From an optimization exercise on the open Yosys and OpenROAD flow, aimed at small area, a short achievable clock period and few clock cycles per item; shortcuts taken in it are not production practice.
RTL that was checked went through simulation tests only; none was proved equivalent to the original.
Power figures rest on the tool's default switching activity, not on a simulated workload.

==> flow/design.v <==
`timescale 1ns/1ns
`default_nettype none
package mpuPkg;
    typedef struct packed {
        logic [18-1:0]    tag;
        logic [10-1:0]  index;
        logic                     which;
        logic [31-1:0] newVal;
    } msgFieldsT;
    typedef struct packed {
        logic [32-1:0]    tempProp;
        logic [32-1:0]    prop;
        logic [32-1:0]    unused;
        logic [30-1:0] edgeDeg;
        logic                       spare;
        logic                       active;
    } vertexRecT;
    typedef logic [256-1:0] vertexPairU;
    typedef struct packed {
        logic                                            valid;
        logic [288-256-18-2:0]   pad;
        logic [18-1:0]                           tag;
        vertexPairU                                      data;
    } cacheLineT;
    typedef struct packed {
        msgFieldsT               msg;
        vertexPairU              base;       
        logic                    hit;
        logic [32-1:0] result;
        logic                    update;
        logic                    send;
    } updateJobT;
    typedef struct packed {
        logic [18-1:0]                                    tag;
        logic [10-1:0]                                  index;
        logic                                                     which;
        logic [33-18-10-2:0]      offset;
    } vertexIdT;
    localparam int VREC_WIDTH = 3*32 + 30 + 2;
    function automatic vertexRecT getVtx(input vertexPairU pair, input logic which);
        getVtx = which ? pair[VREC_WIDTH +: VREC_WIDTH] : pair[0 +: VREC_WIDTH];
    endfunction
    function automatic logic [32-1:0] byteSwap(input logic [32-1:0] value);
        byteSwap = {value[7:0], value[15:8], value[23:16], value[31:24]};
    endfunction
endpackage
`default_nettype wire
`timescale 1ns/1ns
`default_nettype none
module mpuTop
#(
    parameter logic [4-1:0] peNum = '0
) (
    input  wire                     clk,
    input  wire                     reset,
    input  wire [64-1:0]    MsgData,
    input  wire                     MsgEmpty,
    input  wire [288-1:0]   CacheReadData,
    input  wire [256-1:0]   ReadData,
    input  wire                     ReadReady,
    input  wire                     AvFull,
    output logic                    MsgRead,
    output logic [10-1:0] CacheAddr,
    output logic                    CacheWriteEn,
    output logic [288-1:0]  CacheWriteData,
    output logic                    StartRead,
    output logic [33-1:0]  ReadAddress,
    output logic                    AvWrite,
    output logic [33-1:0] AvData
);
    localparam int VW = mpuPkg::VREC_WIDTH;
    logic stAddr;     
    logic stLook;     
    logic stFetch;    
    logic stPush;     
    logic idle;
    mpuPkg::msgFieldsT msg;
    logic [10-1:0] idxReg;
    mpuPkg::cacheLineT cacheLine;
    logic                    hit;
    logic [256-1:0]  base;
    logic [256-1:0]  newData;
    logic [32-1:0] newValExt;
    logic [1:0]              lt;
    logic [1:0]              updV;
    logic [1:0]              degNz;
    logic                    update;
    logic                    push;
    logic                    finish;      
    logic                    done;
    assign idle      = !(stAddr || stLook || stFetch || stPush);
    assign cacheLine = CacheReadData;
    assign hit       = cacheLine.valid && (cacheLine.tag == msg.tag);
    assign newValExt = {{(32-31){1'b0}}, msg.newVal};
    assign base = stFetch ? ReadData : cacheLine.data;
    mpuPkg::vertexRecT rec0, rec1, nrec0, nrec1;
    mpuPkg::vertexRecT cRec0, cRec1, rRec0, rRec1;
    function automatic logic lessThan(input logic [31:0] a, input logic [31:0] b);
        logic [31:0] l, g;
        for (int i = 0; i < 32; i++) begin
            l[i] = !a[i] && b[i];
            g[i] = a[i] && !b[i];
        end
        for (int w = 16; w >= 1; w = w / 2) begin
            for (int j = 0; j < w; j++) begin
                l[j] = l[2*j+1] || (!g[2*j+1] && l[2*j]);
                g[j] = g[2*j+1] || (!l[2*j+1] && g[2*j]);
            end
        end
        lessThan = l[0];
    endfunction
    assign rec0  = base[0 +: VW];
    assign rec1  = base[VW +: VW];
    assign cRec0 = cacheLine.data[0 +: VW];
    assign cRec1 = cacheLine.data[VW +: VW];
    assign rRec0 = ReadData[0 +: VW];
    assign rRec1 = ReadData[VW +: VW];
    logic ltC0, ltC1, ltR0, ltR1;
    assign ltC0 = lessThan(newValExt, mpuPkg::byteSwap(cRec0.tempProp));
    assign ltC1 = lessThan(newValExt, mpuPkg::byteSwap(cRec1.tempProp));
    assign ltR0 = lessThan(newValExt, mpuPkg::byteSwap(rRec0.tempProp));
    assign ltR1 = lessThan(newValExt, mpuPkg::byteSwap(rRec1.tempProp));
    assign lt[0] = stFetch ? ltR0 : ltC0;
    assign lt[1] = stFetch ? ltR1 : ltC1;
    assign updV[0]  = lt[0] && !msg.which;
    assign updV[1]  = lt[1] && msg.which;
    assign degNz[0] = rec0.edgeDeg != '0;
    assign degNz[1] = rec1.edgeDeg != '0;
    always_comb begin
        nrec0 = rec0;
        nrec1 = rec1;
        if (updV[0]) begin
            nrec0.tempProp = mpuPkg::byteSwap(newValExt);
            nrec0.prop     = mpuPkg::byteSwap(newValExt);
        end
        if (updV[1]) begin
            nrec1.tempProp = mpuPkg::byteSwap(newValExt);
            nrec1.prop     = mpuPkg::byteSwap(newValExt);
        end
        nrec0.active = rec0.active || (updV[0] && degNz[0]);
        nrec1.active = rec1.active || (updV[1] && degNz[1]);
    end
    assign newData = {nrec1, nrec0};
    assign update = |updV;
    assign push   = msg.which ? (updV[1] && !rec1.active && degNz[1])
                              : (updV[0] && !rec0.active && degNz[0]);
    assign finish = (stLook && hit) || (stFetch && ReadReady);
    assign done   = (finish && !(push && AvFull)) || (stPush && !AvFull);
    assign MsgRead      = !reset && !MsgEmpty && (idle || done);
    assign StartRead    = stLook && !hit;
    assign CacheWriteEn = (stLook && hit && update) || (stFetch && ReadReady);
    assign AvWrite      = !AvFull && ((finish && push) || stPush);
    assign CacheAddr    = stAddr ? MsgData[36 +: 10] : idxReg;
    always_ff @(posedge clk) begin
        if (reset) begin
            stAddr  <= 1'b0;
            stLook  <= 1'b0;
            stFetch <= 1'b0;
            stPush  <= 1'b0;
        end else begin
            stAddr  <= MsgRead;
            stLook  <= stAddr;
            stFetch <= (stLook && !hit) || (stFetch && !ReadReady);
            stPush  <= (finish && push && AvFull) || (stPush && AvFull);
        end
    end
    always_ff @(posedge clk) begin
        if (reset) begin
            idxReg <= '0;
        end else if (stAddr) begin
            idxReg <= MsgData[36 +: 10];
        end
    end
    always_ff @(posedge clk) begin
        if (stAddr) begin
            msg.tag    <= MsgData[46 +: 18];
            msg.which  <= MsgData[35];
            msg.newVal <= MsgData[31-1:0];
        end
    end
    assign msg.index = idxReg;
    assign CacheWriteData = {1'b1, {(288-256-18-1){1'b0}}, msg.tag, newData};
    assign ReadAddress    = {1'b0, peNum, msg.tag[13-1:0], idxReg,
                             {5{1'b0}}};
    assign AvData         = {msg.tag, idxReg, msg.which,
                             {(33-18-10-1){1'b0}}};
endmodule
`default_nettype wire
Settings: LEC_CHECK=0, CAP_MARGIN=20, CORE_AREA=10 10 330 330, DIE_AREA=0 0 340 340, PLACE_DENSITY=0.5, SLEW_MARGIN=20, BUFFER_PORTS_ARGS=-buffer_cell sky130_fd_sc_hd__buf_1; clock period 5.0 ns.
standard.sh (not shown) runs the stock make flow with config.mk's settings and CLKGATE_MAP_FILE= SYNTH_SCRIPT=/design/flow/synth_recipe.tcl, a recipe that flattens the netlist after the stock synthesis.
==> flow/flow/run.sh <==
#!/bin/bash
set -euo pipefail
cat >> config.mk <<EOC
export BUFFER_PORTS_ARGS = -buffer_cell sky130_fd_sc_hd__buf_1
EOC
bash standard.sh > flow.log 2>&1
Edit:
==> flow/flow/run.sh (replaced) <==
#!/bin/bash
set -euo pipefail
HERE=$(pwd)
cat >> config.mk <<EOC
export BUFFER_PORTS_ARGS = -buffer_cell sky130_fd_sc_hd__buf_1
export PLACE_PINS_ARGS = -min_distance 1 -min_distance_in_tracks -exclude left:90-110
export PRE_IO_PLACEMENT_TCL = $HERE/flow/pins.tcl
EOC
bash standard.sh > flow.log 2>&1
==> flow/flow/pins.tcl (new file) <==
# Clock pin in the middle of the left edge, alone in the excluded stretch
place_pin -pin_name clk -layer met3 -location {0 100} -pin_size {0.6 0.6} -force_to_die_boundary
--- a/flow/config.mk
+++ b/flow/config.mk
@@ -8,6 +8,9 @@
 export CAP_MARGIN = 20
-export CORE_AREA = 10 10 330 330
-export DIE_AREA = 0 0 340 340
-export PLACE_DENSITY = 0.5
+export CORE_AREA = 5 5 195 195
+export DIE_AREA = 0 0 200 200
+export PLACE_DENSITY = 0.6
+export SETUP_SLACK_MARGIN = 0.5
 export SLEW_MARGIN = 20
 export BUFFER_PORTS_ARGS = -buffer_cell sky130_fd_sc_hd__buf_1
+export PLACE_PINS_ARGS = -min_distance 1 -min_distance_in_tracks -exclude left:90-110
+export PRE_IO_PLACEMENT_TCL = /design/flow/flow/pins.tcl
Outcome: Via count falls by 1.5%; setup slack improves by 0.011 ns; routed wire length shrinks by 44%; clock power climbs by 7.6%; design area is lower by 6.9%; hold slack is better by 0.012 ns; fmax stays flat; non-clock buffer count goes down by 90.
Edit:
--- a/flow/config.mk
+++ b/flow/config.mk
@@ -11,3 +11,3 @@
 export PLACE_DENSITY = 0.6
-export SETUP_SLACK_MARGIN = 0.5
+export SETUP_SLACK_MARGIN = 1.0
 export SLEW_MARGIN = 20
Global-route usage went down by 0.12 points.
Cell count rises slightly.
First-iteration DRC count goes up by roughly a tenth.
Synthesized area does not change.
Edit:
--- a/flow/config.mk
+++ b/flow/config.mk
@@ -11,3 +11,2 @@
 export PLACE_DENSITY = 0.6
-export SETUP_SLACK_MARGIN = 1.0
 export SLEW_MARGIN = 20
Worst setup slack gets worse by 0.031 ns; design area decreases by 17%; clock-buffer cell count stays the same; sequential cell count does not change; core utilization drops by 7.8 points; die area is unchanged.
No functional check of the RTL was part of any run of this note.

* * *

Setup of before:
Another version of the RTL of mpuTop (not shown whole).
Size in the first run: about 970 cells after synthesis, roughly 980 I/O pins, about 0.0086 mm2 of cells after synthesis.
## mpuTop
module mpuTop
#(
    parameter logic [4-1:0] peNum = '0
) (
    input  wire                     clk,
    input  wire                     reset,
    input  wire [64-1:0]    MsgData,
    input  wire                     MsgEmpty,
    input  wire [288-1:0]   CacheReadData,
    input  wire [256-1:0]   ReadData,
    input  wire                     ReadReady,
    input  wire                     AvFull,
    output logic                    MsgRead,
    output logic [10-1:0] CacheAddr,
    output logic                    CacheWriteEn,
    output logic [288-1:0]  CacheWriteData,
    output logic                    StartRead,
    output logic [33-1:0]  ReadAddress,
    output logic                    AvWrite,
    output logic [33-1:0] AvData
);
==> flow/config.mk <==
export PLATFORM = sky130hd
export DESIGN_NAME = mpuTop
export DESIGN_NICKNAME = mpuTop
export VERILOG_FILES = /design/flow/design.v
export SDC_FILE = /design/flow/constraint.sdc
export NUM_CORES = 4
export LEC_CHECK = 0
export CAP_MARGIN = 20
export CORE_AREA = 8 8 212 212
export CTS_BUF_LIST = sky130_fd_sc_hd__clkbuf_8
export DIE_AREA = 0 0 220 220
export PLACE_DENSITY = 0.5
export SETUP_SLACK_MARGIN = 0.3
export SLEW_MARGIN = 20
export SYNTH_HIERARCHICAL = 1
export SYNTH_MINIMUM_KEEP_SIZE = 0
export BUFFER_PORTS_ARGS = -buffer_cell sky130_fd_sc_hd__buf_1
export PLACE_PINS_ARGS = -min_distance 1 -min_distance_in_tracks -exclude left:100-120
export PRE_IO_PLACEMENT_TCL = /design/flow/flow/pins.tcl
==> flow/constraint.sdc <==
create_clock -name core_clock -period 5.0 [get_ports {clk}]
set_input_delay 1.0000 -clock core_clock [delete_from_list [all_inputs] [get_ports {clk}]]
set_output_delay 1.0000 -clock core_clock [all_outputs]
set_load 0.01 [all_outputs]
==> flow/flow/run.sh <==
#!/bin/bash
set -euo pipefail
HERE=$(pwd)
cat >> config.mk <<EOC
export BUFFER_PORTS_ARGS = -buffer_cell sky130_fd_sc_hd__buf_1
export PLACE_PINS_ARGS = -min_distance 1 -min_distance_in_tracks -exclude left:100-120
export PRE_IO_PLACEMENT_TCL = $HERE/flow/pins.tcl
EOC
bash standard.sh > flow.log 2>&1
==> flow/flow/pins.tcl <==
# Clock pin in the middle of the left edge, alone in the excluded stretch
place_pin -pin_name clk -layer met3 -location {0 110} -pin_size {0.6 0.6} -force_to_die_boundary
before finished end to end and its layout was clean on timing, DRC and antenna.
Testbench counts of before, summed over its fixed seeds: cycles 9,769, items 2,400.
Edits applied to the flow inputs when going from before to after:
==> flow/flow/run.sh <==
#!/bin/bash
set -euo pipefail
HERE=$(pwd)
cat >> config.mk <<EOC
export BUFFER_PORTS_ARGS = -buffer_cell sky130_fd_sc_hd__buf_1
export PLACE_PINS_ARGS = -min_distance 1 -min_distance_in_tracks -exclude left:95-115
export PRE_IO_PLACEMENT_TCL = $HERE/flow/pins.tcl
EOC
bash standard.sh > flow.log 2>&1
==> flow/flow/pins.tcl <==
# Clock pin in the middle of the left edge, alone in the excluded stretch
place_pin -pin_name clk -layer met3 -location {0 105} -pin_size {0.6 0.6} -force_to_die_boundary
--- a/flow/config.mk
+++ b/flow/config.mk
@@ -8,7 +8,7 @@
 export CAP_MARGIN = 20
-export CORE_AREA = 8 8 212 212
+export CORE_AREA = 7 7 203 203
 export CTS_BUF_LIST = sky130_fd_sc_hd__clkbuf_8
-export DIE_AREA = 0 0 220 220
-export PLACE_DENSITY = 0.5
-export SETUP_SLACK_MARGIN = 0.3
+export DIE_AREA = 0 0 210 210
+export PLACE_DENSITY = 0.55
+export SETUP_SLACK_MARGIN = 0.45
 export SLEW_MARGIN = 20
@@ -17,3 +17,3 @@
 export BUFFER_PORTS_ARGS = -buffer_cell sky130_fd_sc_hd__buf_1
-export PLACE_PINS_ARGS = -min_distance 1 -min_distance_in_tracks -exclude left:100-120
+export PLACE_PINS_ARGS = -min_distance 1 -min_distance_in_tracks -exclude left:95-115
 export PRE_IO_PLACEMENT_TCL = /design/flow/flow/pins.tcl
### Flow results
Total power ends up higher on after.
STATUS global-route wire length before repair: after loses against before
From before to after the numbers moved as follows: post-layout utilization of the core went up; area growth from synthesis to layout went up; total leakage power went up; count of pins over their slew limit did not really move.
Number of antenna diodes (after / before): 1.10
Against before, after comes in 2 lower on depth of the worst register-to-register path.
Going from before to after, area taken by multi-input logic gates increased 1.4%, switching power total grew by 3.8%.

-- separate check: timing with driven ports --
The results above use ideal ports. As a check the final layouts listed here were re-extracted and re-timed, cells and wires unchanged.
Step 1 sets driving cells, clkbuf_16 on the clock port and buf_2 on the other inputs (assumed; they add their load-dependent delay and slew).
Step 2, shift: input delay + t, output delay - t, t = (earliest + latest rising clock arrival at the registers) / 2. This alone moves slack from input paths to output paths.
Slacks: ideal ports / drivers / drivers and shift; pairs: ideal ports / drivers.
run	t (ns)	setup WS [ns]	worst hold slack (ns)	cell pins on the clock port's net
the first run of note 1	0.447	0.097 / 0.051 / 0.051	0.646 / 0.646 / 0.646	1
the second run of note 1	0.379	0.109 / 0.067 / 0.067	0.658 / 0.658 / 0.658	1
the third run of note 1	0.386	0.115 / 0.061 / 0.061	0.652 / 0.652 / 0.652	1
the fourth run of note 1	0.374	0.084 / 0.051 / 0.051	0.646 / 0.646 / 0.646	1
before	0.405	0.490 / 0.439 / 0.439	0.504 / 0.504 / 0.504	1
after	0.428	0.484 / 0.444 / 0.444	0.509 / 0.509 / 0.509	1
After both steps setup and hold are still met in every run listed. The setup slack of the third run of note 1, which loses most, moves by -0.054 ns with the drivers and by -0.054 ns with both steps.
